This is an optimization exercise on Yosys and OpenROAD, whose aim is small area and a short achievable clock period, not a production implementation. Only simulation tests tie the RTL to the original design; equivalence was not proved. No driver is modelled on the clock port, so clocking that relies on it looks cheaper here than on a real chip.

==> flow/design.v (excerpt) <==
module eqController #(
    parameter int ADDR_WIDTH     = 6,
    parameter int GAIN_FRAC_BITS = 14
) (
    input  logic                  S_AXI_ACLK,
    input  logic                  S_AXI_ARESETN,
    input  logic                  wr,
    input  logic [ADDR_WIDTH-1:0] wrAddr,
    input  logic [31:0]           wrData,
    output logic                  adcReq,
    output logic [15:0]           adcCmd,
    input  logic                  adcAck,
    input  logic [15:0]           adcData,
    output logic                  dacReq,
    output logic [31:0]           dacWord,
    input  logic                  dacAck
);
    logic        enable;
    logic [15:0] gain0, gain1;
    logic        rst;
    logic        weEn, weG0, weG1;
    logic [15:0] gainIn;
    assign rst    = !S_AXI_ARESETN;
    assign weEn   = rst | (wr && wrAddr == ADDR_WIDTH'(4));
    assign weG0   = rst | (wr && wrAddr == ADDR_WIDTH'(6));
    assign weG1   = rst | (wr && wrAddr == ADDR_WIDTH'(7));
    assign gainIn = (wrData[15:0] & {16{~rst}}) | (16'h4000 & {16{rst}});
    always_ff @(posedge S_AXI_ACLK) begin
        if (weEn) enable <= wrData[0] & ~rst;
        if (weG0) gain0  <= gainIn;
        if (weG1) gain1  <= gainIn;
    end
    localparam logic [3:0] S_IDLE = 4'd0;
    localparam logic [3:0] S_AREQ = 4'd1;
    localparam logic [3:0] S_AREL = 4'd2;
    localparam logic [3:0] S_C0   = 4'd3;
    localparam logic [3:0] S_C1   = 4'd4;
    localparam logic [3:0] S_C2   = 4'd5;
    localparam logic [3:0] S_C3   = 4'd6;
    localparam logic [3:0] S_DREQ = 4'd7;
  ...
Settings: LEC_CHECK=0, ABC_AREA=0, CAP_MARGIN=0, CORE_MARGIN=2, CORE_UTILIZATION=55, CTS_BUF_LIST=sky130_fd_sc_hd__clkbuf_4 sky130_fd_sc_hd__clkbuf_8, PLACE_DENSITY=0.75, SETUP_SLACK_MARGIN=4, SLEW_MARGIN=0, TNS_END_PERCENT=5; clock period 7.0 ns.
standard.sh (not shown) runs the stock make flow with config.mk's settings and CLKGATE_MAP_FILE= SYNTH_SCRIPT=/design/flow/synth_recipe.tcl, a recipe that flattens the netlist after the stock synthesis.
==> flow/flow/run.sh <==
#!/bin/bash
# The standard layout (standard.sh), with every input port buffered by a buf_1 cell
# and every output port by a buf_2 cell, instead of the delay buffer buffer_ports
# picks by default. The buffers are placed by flow/ports.tcl, sourced just before
# global placement, where the standard flow would call buffer_ports.
export DONT_BUFFER_PORTS=1
export PRE_GLOBAL_PLACE_TCL="$PWD/flow/ports.tcl"
bash standard.sh > standard.log 2>&1
==> flow/flow/ports.tcl <==
# Port buffers, as the standard flow's buffer_ports, with chosen cells.
puts "Perform port buffering (flow/ports.tcl)..."
buffer_ports -inputs -buffer_cell sky130_fd_sc_hd__buf_1
buffer_ports -outputs -buffer_cell sky130_fd_sc_hd__buf_2
Then changed:
==> flow/flow/run.sh (replaced) <==
#!/bin/bash
# The standard layout (standard.sh), with every port buffered by a buf_1 cell
# instead of the delay buffer that buffer_ports picks by default. The standard
# flow's own buffer_ports call places them (after global placement's
# remove_buffers), with this cell.
export BUFFER_PORTS_ARGS="-buffer_cell sky130_fd_sc_hd__buf_1"
bash standard.sh > standard.log 2>&1
--- a/flow/config.mk
+++ b/flow/config.mk
@@ -13,3 +13,3 @@
 export PLACE_DENSITY = 0.75
-export SETUP_SLACK_MARGIN = 4
+export SETUP_SLACK_MARGIN = 3.5
 export SLEW_MARGIN = 0
removed: flow/flow/ports.tcl
After rerunning: Worst setup slack gets worse by 0.051 ns. Sequential share of layout area went up by 1.7 points. Wire length is lower by about 16%. Clock-buffer cell count stays the same.
Then changed:
--- a/flow/config.mk
+++ b/flow/config.mk
@@ -13,3 +13,3 @@
 export PLACE_DENSITY = 0.75
-export SETUP_SLACK_MARGIN = 3.5
+export SETUP_SLACK_MARGIN = 3
 export SLEW_MARGIN = 0
What happened: Global-route usage went down by 0.36 points; wire length decreases by 3.3%; via count is lower by 1.7%; cell count decreases by 1.3%; hold slack barely changes.
Then changed:
==> flow/flow/run.sh (replaced) <==
#!/bin/bash
# The standard layout (standard.sh), with every input port buffered by a buf_1 cell
# and every output port by a buf_2 cell, instead of the delay buffer buffer_ports
# picks by default. The buffers are placed by flow/ports.tcl, sourced just before
# global placement, where the standard flow would call buffer_ports.
export DONT_BUFFER_PORTS=1
export PRE_GLOBAL_PLACE_TCL="$PWD/flow/ports.tcl"
bash standard.sh > standard.log 2>&1
==> flow/flow/ports.tcl (new file) <==
# Port buffers, as the standard flow's buffer_ports, with chosen cells.
puts "Perform port buffering (flow/ports.tcl)..."
buffer_ports -inputs -buffer_cell sky130_fd_sc_hd__buf_1
buffer_ports -outputs -buffer_cell sky130_fd_sc_hd__buf_2
--- a/flow/config.mk
+++ b/flow/config.mk
@@ -13,3 +13,3 @@
 export PLACE_DENSITY = 0.75
-export SETUP_SLACK_MARGIN = 3
+export SETUP_SLACK_MARGIN = 3.25
 export SLEW_MARGIN = 0
Result: Count of clock-buffer cells in the layout came out higher by 1. Setup slack gets better by 0.22 ns. Design area fell by 1.8%. Hold slack hardly moves.

* * *

== run A ==
Another version of the RTL of eqController (not shown whole).
For scale: about 89 flip-flops, ~110 I/O pins.
clock: 7.0 ns
lec_check: 0
abc_area: 0
cap_margin: 0
core_margin: 2
core_utilization: 55
cts_buf_list: sky130_fd_sc_hd__clkbuf_4 sky130_fd_sc_hd__clkbuf_8
place_density: 0.75
setup_slack_margin: 3.25
slew_margin: 0
tns_end_percent: 5
==> flow/flow/run.sh <==
#!/bin/bash
# The standard layout (standard.sh), with every port buffered by a buf_1 cell
# instead of the delay buffer that buffer_ports picks by default, and with the
# accumulator's clock taken through one more buffer (flow/skew.tcl, run after
# clock tree synthesis) to move time from its outputs to its inputs.
export BUFFER_PORTS_ARGS="-buffer_cell sky130_fd_sc_hd__buf_1"
export POST_CTS_TCL="$PWD/flow/skew.tcl"
export SKEW_BUF_CELL=sky130_fd_sc_hd__clkbuf_1
bash standard.sh > standard.log 2>&1
==> flow/flow/skew.tcl <==
# Useful skew for the accumulator: the accumulator's flip-flops take their clock
# through one more buffer each, so the paths that end at them (the multiplier
# step) get that much longer. The paths that start at them (the next step's
# input, and the DAC word outputs) get that much shorter; the outputs have the
# slack to spare. Sourced after clock tree synthesis (POST_CTS_TCL).
set block [ord::get_db_block]
set master [[ord::get_db] findMaster $::env(SKEW_BUF_CELL)]
set n 0
foreach inst [$block getInsts] {
  if {![regexp {^\\?acc\\?\[} [$inst getName]]} { continue }
  set ck [$inst findITerm CLK]
  if {$ck eq "NULL" || $ck eq ""} { continue }
  set net [$ck getNet]
  set buf [odb::dbInst_create $block $master "skew_buf_$n"]
  set bnet [odb::dbNet_create $block "skew_clk_$n"]
  $bnet setSigType CLOCK
  $ck disconnect
  $ck connect $bnet
  [$buf findITerm A] connect $net
  [$buf findITerm X] connect $bnet
  set loc [$inst getLocation]
  $buf setLocation [lindex $loc 0] [lindex $loc 1]
  $buf setPlacementStatus PLACED
  incr n
}
puts "skew.tcl: $n accumulator clock buffers ($::env(SKEW_BUF_CELL))"
detailed_placement
check_placement -verbose
estimate_parasitics -placement
report_worst_slack -max
#### Input delta (run B over run A)
==> flow/flow/run.sh <==
#!/bin/bash
# The standard layout (standard.sh), with every port buffered by a buf_1 cell
# instead of the delay buffer that buffer_ports picks by default. The standard
# flow's own buffer_ports call places them (after global placement's
# remove_buffers), with this cell.
export BUFFER_PORTS_ARGS="-buffer_cell sky130_fd_sc_hd__buf_1"
bash standard.sh > standard.log 2>&1
removed: flow/flow/skew.tcl
### Flow results
Global-route usage in run B is 0.17 points lower than in run A. Run B was carried through to the last stage, and its layout satisfied the timing, DRC and antenna checks. When run B is set beside run A, its period utilization turns out to be 0.47 points larger.
What run C does differently from run B at the input level:
==> flow/flow/run.sh <==
#!/bin/bash
# The standard layout (standard.sh), with every input port buffered by a buf_1 cell
# and every output port by a buf_2 cell, instead of the delay buffer buffer_ports
# picks by default. The buffers are placed by flow/ports.tcl, sourced just before
# global placement, where the standard flow would call buffer_ports.
export DONT_BUFFER_PORTS=1
export PRE_GLOBAL_PLACE_TCL="$PWD/flow/ports.tcl"
bash standard.sh > standard.log 2>&1
==> flow/flow/ports.tcl (new file) <==
# Port buffers, as the standard flow's buffer_ports, with chosen cells.
puts "Perform port buffering (flow/ports.tcl)..."
buffer_ports -inputs -buffer_cell sky130_fd_sc_hd__buf_1
buffer_ports -outputs -buffer_cell sky130_fd_sc_hd__buf_2
Findings:
Going from run B to run C, share of cell area taken by multi-input logic gates climbed 1.5 points, post-cts resize count climbed 4. Looking at final non-filler cell total, run C sits about 6% below run B. When run C is measured against run B, its footprint of the multi-input gates turns out 0.76% higher. Per the comparison of run C with run B, met1 track demand over resource picked up an extra 0.40 points; cell area after layout fell about 1.9%; largest incremental delay on the critical path went down 0.25 ns.
Edits applied to the flow inputs when going from run C to run D:
Settings: SETUP_SLACK_MARGIN: 3.25 -> 3.5.
==> flow/flow/run.sh <==
#!/bin/bash
# The standard layout (standard.sh), with every port buffered by a buf_1 cell
# instead of the delay buffer that buffer_ports picks by default. The standard
# flow's own buffer_ports call places them (after global placement's
# remove_buffers), with this cell.
export BUFFER_PORTS_ARGS="-buffer_cell sky130_fd_sc_hd__buf_1"
bash standard.sh > standard.log 2>&1
removed: flow/flow/ports.tcl
Results
Run D | stages: all done | timing, DRC, antenna: all pass. Final cell count: run D higher than run C. Compared with run C, run D ends up with more cell area. | detailed route wirelength on metal2 | run D vs run C | about 15% higher |. After detailed routing, run C needs less wire than run D. Lower worst setup timing slack at the placement stage was reported by run D, not run C. Against run C, run D reports a global-route usage that is higher. Compared with run C, run D shows post-layout minimum cycle time lower by 0.087 ns. [run D] clock buffer count in the final layout fell 1 relative to run C. Compared with run C, in run D non-clock buffer count increased by 88 relative to the old numbers; sequential share of layout area decreased by 2.2 points relative to the old numbers; first-pass iteration count of the detailed router decreased by 1 relative to the old numbers.
Edits applied to the flow inputs when going from run D to run E:
Settings: SETUP_SLACK_MARGIN: 3.5 -> 3.25.
==> flow/flow/run.sh <==
#!/bin/bash
# The standard layout (standard.sh), with every port buffered by a buf_1 cell
# instead of the delay buffer that buffer_ports picks by default, and with the
# accumulator's clock taken through one more buffer (flow/skew.tcl, run after
# clock tree synthesis) to move time from its outputs to its inputs.
export BUFFER_PORTS_ARGS="-buffer_cell sky130_fd_sc_hd__buf_1"
export POST_CTS_TCL="$PWD/flow/skew.tcl"
export SKEW_BUF_CELL=sky130_fd_sc_hd__clkbuf_1
bash standard.sh > standard.log 2>&1
==> flow/flow/skew.tcl (new file) <==
# Useful skew for the accumulator: the accumulator's flip-flops take their clock
# through one more buffer each, so the paths that end at them (the multiplier
# step) get that much longer. The paths that start at them (the next step's
# input, and the DAC word outputs) get that much shorter; the outputs have the
# slack to spare. Sourced after clock tree synthesis (POST_CTS_TCL).
set block [ord::get_db_block]
set master [[ord::get_db] findMaster $::env(SKEW_BUF_CELL)]
set n 0
foreach inst [$block getInsts] {
  if {![string match {acc\[*} [$inst getName]]} { continue }
  set ck [$inst findITerm CLK]
  if {$ck eq "NULL" || $ck eq ""} { continue }
  set net [$ck getNet]
  set buf [odb::dbInst_create $block $master "skew_buf_$n"]
  set bnet [odb::dbNet_create $block "skew_clk_$n"]
  $bnet setSigType CLOCK
  $ck disconnect
  $ck connect $bnet
  [$buf findITerm A] connect $net
  [$buf findITerm X] connect $bnet
  set loc [$inst getLocation]
  $buf setLocation [lindex $loc 0] [lindex $loc 1]
  $buf setPlacementStatus PLACED
  incr n
}
puts "skew.tcl: $n accumulator clock buffers ($::env(SKEW_BUF_CELL))"
detailed_placement
check_placement -verbose
estimate_parasitics -placement
report_worst_slack -max
Findings:
- Run E ended with every stage complete and zero timing, DRC or antenna violations.
- Area used by sequential logic in the layout in run E vs run D: down 0.64%
- On met2 track demand over resource in global routing: run E sits below run D.
- Layout cell share with drive strength beyond 1: run E vs run D down 7.7 points
- Looking at final critical path time including I/O delays and setup, run E sits 0.081 ns higher than run D does.
- Final standard cell area without fillers (run E vs. run D) decreases by a few percent
- Worst hold slack: run D vs run E, no meaningful difference
- Comparing run D against run E, there is no change at all in part of the Yosys area used for sequential elements.

-- static timing again, ports no longer ideal --
In the flow no input, the clock included, has a driving cell. The finished layouts below were timed again as built, in two steps. Step 1, drivers: a clkbuf_16 drives S_AXI_ACLK and a buf_2 each remaining input, both assumed. Step 2 adds t to the input delays and takes it off the output delays; t is the mean of the earliest and latest rising clock arrival at the registers after step 1. Input paths then give back, and output paths get back, about the clock's delay inside the block. Slacks: ideal ports / drivers / drivers and shift; pairs: ideal ports / drivers.
| run | t (ns) | setup slack, ns | hold slack, ns | latest minus earliest clock arrival (ns) | worst register clock-pin slew, ns |
|---|---|---|---|---|---|
| the first run of note 1 | 0.405 | 3.583 / 3.583 / 3.583 | 0.485 / 0.485 / 0.485 | 0.011 / 0.011 | 0.10 / 0.10 |
| the second run of note 1 | 0.397 | 3.533 / 3.533 / 3.533 | 0.482 / 0.482 / 0.482 | 0.014 / 0.014 | 0.10 / 0.10 |
| the third run of note 1 | 0.398 | 3.219 / 3.219 / 3.219 | 0.481 / 0.481 / 0.481 | 0.016 / 0.016 | 0.10 / 0.10 |
| the fourth run of note 1 | 0.389 | 3.439 / 3.439 / 3.439 | 0.479 / 0.479 / 0.479 | 0.016 / 0.015 | 0.10 / 0.10 |
| run A | 0.457 | 3.470 / 3.470 / 3.470 | 0.484 / 0.484 / 0.484 | 0.103 / 0.103 | 0.09 / 0.09 |
| run B | 0.406 | 3.436 / 3.436 / 3.436 | 0.484 / 0.484 / 0.484 | 0.014 / 0.013 | 0.10 / 0.10 |
| run C | 0.396 | 3.431 / 3.431 / 3.431 | 0.478 / 0.478 / 0.478 | 0.011 / 0.011 | 0.09 / 0.09 |
| run D | 0.408 | 3.518 / 3.518 / 3.518 | 0.484 / 0.484 / 0.484 | 0.015 / 0.015 | 0.10 / 0.10 |
| run E | 0.406 | 3.436 / 3.436 / 3.436 | 0.484 / 0.484 / 0.484 | 0.014 / 0.013 | 0.10 / 0.10 |
After both steps every run listed still meets setup and hold.
